What follows belongs to an exercise in optimizing a design on an open flow for small area; a production flow would make more cautious choices.
Function was checked by simulation only, so behaviour that the tests miss may differ from the original.
Power and IR drop assume default switching activity.

// wb_top
module wb_top (
    input  logic                            clk,
    input  logic                            reset,
    input  logic                            i_req,
    output logic                            o_ack,
    input  wb_pkg::wb_op_t                  i_op0,
    input  wb_pkg::wb_op_t                  i_op1,
    input  logic [wb_pkg::REG_ADDR_W-1:0]   i_rdst0,
    input  logic [wb_pkg::REG_ADDR_W-1:0]   i_rdst1,
    input  logic [wb_pkg::XLEN-1:0]         i_data0,
    input  logic [wb_pkg::XLEN-1:0]         i_data1,
    input  logic [2*wb_pkg::XLEN-1:0]       i_prod0,
    input  logic [2*wb_pkg::XLEN-1:0]       i_prod1,
    input  logic [wb_pkg::REG_ADDR_W-1:0]   i_raddr,
    output logic [wb_pkg::XLEN-1:0]         o_rdata,
    output logic [wb_pkg::XLEN-1:0]         o_hi,
    output logic [wb_pkg::XLEN-1:0]         o_lo
);
==> flow/config.mk <==
export PLATFORM = sky130hd
export DESIGN_NAME = wb_top
export DESIGN_NICKNAME = wb_top
export VERILOG_FILES = /design/flow/design.v
export SDC_FILE = /design/flow/constraint.sdc
export NUM_CORES = 4
export LEC_CHECK = 0
export CAP_MARGIN = 5
export CORE_MARGIN = 2
export CORE_UTILIZATION = 60
export CTS_BUF_LIST = sky130_fd_sc_hd__clkbuf_8
export CTS_CLUSTER_DIAMETER = 70
export CTS_CLUSTER_SIZE = 18
export SLEW_MARGIN = 5
export SYNTH_HIERARCHICAL = 1
export SYNTH_MINIMUM_KEEP_SIZE = 0
==> flow/constraint.sdc <==
create_clock -name core_clock -period 7.0 [get_ports {clk}]
set_input_delay 1.4000 -clock core_clock [delete_from_list [all_inputs] [get_ports {clk}]]
set_output_delay 1.4000 -clock core_clock [all_outputs]
set_load 0.01 [all_outputs]
standard.sh (not shown) runs the stock make flow with config.mk's settings and CLKGATE_MAP_FILE= SYNTH_SCRIPT=/design/flow/synth_recipe.tcl, a recipe that flattens the netlist after the stock synthesis.
==> flow/flow/run.sh <==
#!/bin/bash
# Standard synthesis and layout, with single-drive buffers on the ports
# (in place of the default delay-cell buffers) and no dummy clock loads.
set -euo pipefail
export BUFFER_PORTS_ARGS="-buffer_cell sky130_fd_sc_hd__buf_1"
export CTS_ARGS="-sink_clustering_enable -repair_clock_nets -dont_use_dummy_load -sink_clustering_size 18 -sink_clustering_max_diameter 70 -buf_list sky130_fd_sc_hd__clkbuf_8"
bash standard.sh finish \
    "BUFFER_PORTS_ARGS=$BUFFER_PORTS_ARGS" \
    "CTS_ARGS=$CTS_ARGS" > flow_standard.log 2>&1
The baseline went through all stages and came out clean.
Change:
--- a/flow/flow/run.sh
+++ b/flow/flow/run.sh
@@ -3 +3,2 @@
-# (in place of the default delay-cell buffers) and no dummy clock loads.
+# (in place of the default delay-cell buffers), no dummy clock loads, and
+# power recovery (downsizing gates off the critical paths) after global route.
@@ -9 +10,2 @@
-    "CTS_ARGS=$CTS_ARGS" > flow_standard.log 2>&1
+    "CTS_ARGS=$CTS_ARGS" \
+    "RECOVER_POWER=100" > flow_standard.log 2>&1
Now the flow reached the layout checks and failed them: capacitance limit, slew limit.
Register-to-register slack gets worse by 300 ps.
Setup slack gets worse by 320 ps.
Via count is about the same.
Design area went down by 0.83%.
Utilization went down by 0.54 points.
Total power barely changes.
Die area does not change.
Fmax went down by 4.9%.
Change:
==> flow/flow/run.sh (replaced) <==
#!/bin/bash
# Standard synthesis and layout, with single-drive buffers on the ports
# (in place of the default delay-cell buffers) and no dummy clock loads.
set -euo pipefail
export BUFFER_PORTS_ARGS="-buffer_cell sky130_fd_sc_hd__buf_1"
export CTS_ARGS="-sink_clustering_enable -repair_clock_nets -dont_use_dummy_load -sink_clustering_size 25 -sink_clustering_max_diameter 100"
bash standard.sh finish \
    "BUFFER_PORTS_ARGS=$BUFFER_PORTS_ARGS" \
    "CTS_ARGS=$CTS_ARGS" > flow_standard.log 2>&1
CTS_BUF_LIST = default   (was sky130_fd_sc_hd__clkbuf_8)
CTS_CLUSTER_DIAMETER = 100   (was 70)
CTS_CLUSTER_SIZE = 25   (was 18)
Effect:
- The new run ran to the end with no violations
- maximum frequency goes up by 4.1%
- routed wire length hardly moves
- cell area increases by 1.4%
- non-clock buffer count rose by 1
- power came out higher by 2.8%
- final cell count went down by about 0.6%
- flip-flop and latch count stays the same
- setup slack improves by 260 ps
- critical path depth drops by 1
Change:
==> flow/flow/run.sh (replaced) <==
#!/bin/bash
# Standard synthesis and layout, with single-drive buffers on the ports
# (in place of the default delay-cell buffers), no dummy clock loads, and
# power recovery (downsizing gates off the critical paths) after global route.
set -euo pipefail
export BUFFER_PORTS_ARGS="-buffer_cell sky130_fd_sc_hd__buf_1"
export CTS_ARGS="-sink_clustering_enable -repair_clock_nets -dont_use_dummy_load -sink_clustering_size 20 -sink_clustering_max_diameter 80 -buf_list sky130_fd_sc_hd__clkbuf_8"
bash standard.sh finish \
    "BUFFER_PORTS_ARGS=$BUFFER_PORTS_ARGS" \
    "CTS_ARGS=$CTS_ARGS" \
    "RECOVER_POWER=100" > flow_standard.log 2>&1
CTS_BUF_LIST = sky130_fd_sc_hd__clkbuf_8   (was default)
CTS_CLUSTER_DIAMETER = 80   (was 100)
CTS_CLUSTER_SIZE = 20   (was 25)
After rerunning: The changed run completed, yet does not pass: capacitance limit, slew limit. Register-to-register slack is worse by 220 ps. Setup slack is worse by 300 ps. Fmax goes down by 4.7%. Design area goes down by 1.6%. Utilization goes down by 1.0 points.
Change:
--- a/flow/flow/run.sh
+++ b/flow/flow/run.sh
@@ -3,2 +3 @@
-# (in place of the default delay-cell buffers), no dummy clock loads, and
-# power recovery (downsizing gates off the critical paths) after global route.
+# (in place of the default delay-cell buffers) and no dummy clock loads.
@@ -10,2 +9 @@
-    "CTS_ARGS=$CTS_ARGS" \
-    "RECOVER_POWER=100" > flow_standard.log 2>&1
+    "CTS_ARGS=$CTS_ARGS" > flow_standard.log 2>&1
=> The changed run passed the timing, DRC and antenna checks. Synthesized area does not change. Cell area went up by 0.87%. Final cell count is about the same. Power hardly moves. Sequential share of layout area fell by 0.58 points. Sequential power barely changes.
Change:
--- a/flow/flow/run.sh
+++ b/flow/flow/run.sh
@@ -3 +3,3 @@
-# (in place of the default delay-cell buffers) and no dummy clock loads.
+# (in place of the default delay-cell buffers), no dummy clock loads, and
+# power recovery (downsizing gates off the critical paths) after global route,
+# followed by a design repair pass (post_grt.tcl).
@@ -9 +11,3 @@
-    "CTS_ARGS=$CTS_ARGS" > flow_standard.log 2>&1
+    "CTS_ARGS=$CTS_ARGS" \
+    "RECOVER_POWER=100" \
+    "POST_GLOBAL_ROUTE_TCL=$PWD/flow/post_grt.tcl" > flow_standard.log 2>&1
==> flow/flow/post_grt.tcl (new file) <==
# After power recovery at global route: fix the slew and capacitance
# violations the downsizing left, then legalize and re-route the changed nets.
global_route -start_incremental
repair_design -verbose -slew_margin 5 -cap_margin 5
detailed_placement
global_route -end_incremental
estimate_parasitics -global_routing
report_design_area
Outcome: The new run completed without violations. Die area is unchanged. Final area barely changes. Via count barely changes.

[re-timing with driven ports]
No port has a modelled driver above. Below, the same layouts with a new extraction and two added sets of constraints.
Step 1: set_driving_cell puts a clkbuf_16 on clk and a buf_2 on each other input, an assumption about the parent block.
Step 2 moves the port delays by t, midway between the first and last clock arrival at a register: inputs arrive t later, outputs are due t later. That takes back most of the time a late clock gives input paths.
Slacks: no drivers / after step 1 / after step 2; pairs: no drivers / after step 1.
run | t (ns) | setup slack, ns | latest minus earliest clock arrival (ns)
the first run | 0.734 | 0.836 / 0.807 / 0.494 | 0.106 / 0.105
the second run | 0.733 | 0.520 / 0.488 / -0.003 | 0.106 / 0.106
the third run | 0.689 | 0.776 / 0.747 / 0.474 | 0.065 / 0.065
the fourth run | 0.728 | 0.473 / 0.441 / 0.046 | 0.060 / 0.060
the fifth run | 0.734 | 0.818 / 0.789 / 0.458 | 0.059 / 0.059
the sixth run | 0.734 | 0.478 / 0.447 / 0.012 | 0.054 / 0.055
The setup slack of the second run, which loses most, moves by -0.032 ns with the drivers and by -0.523 ns with both steps.
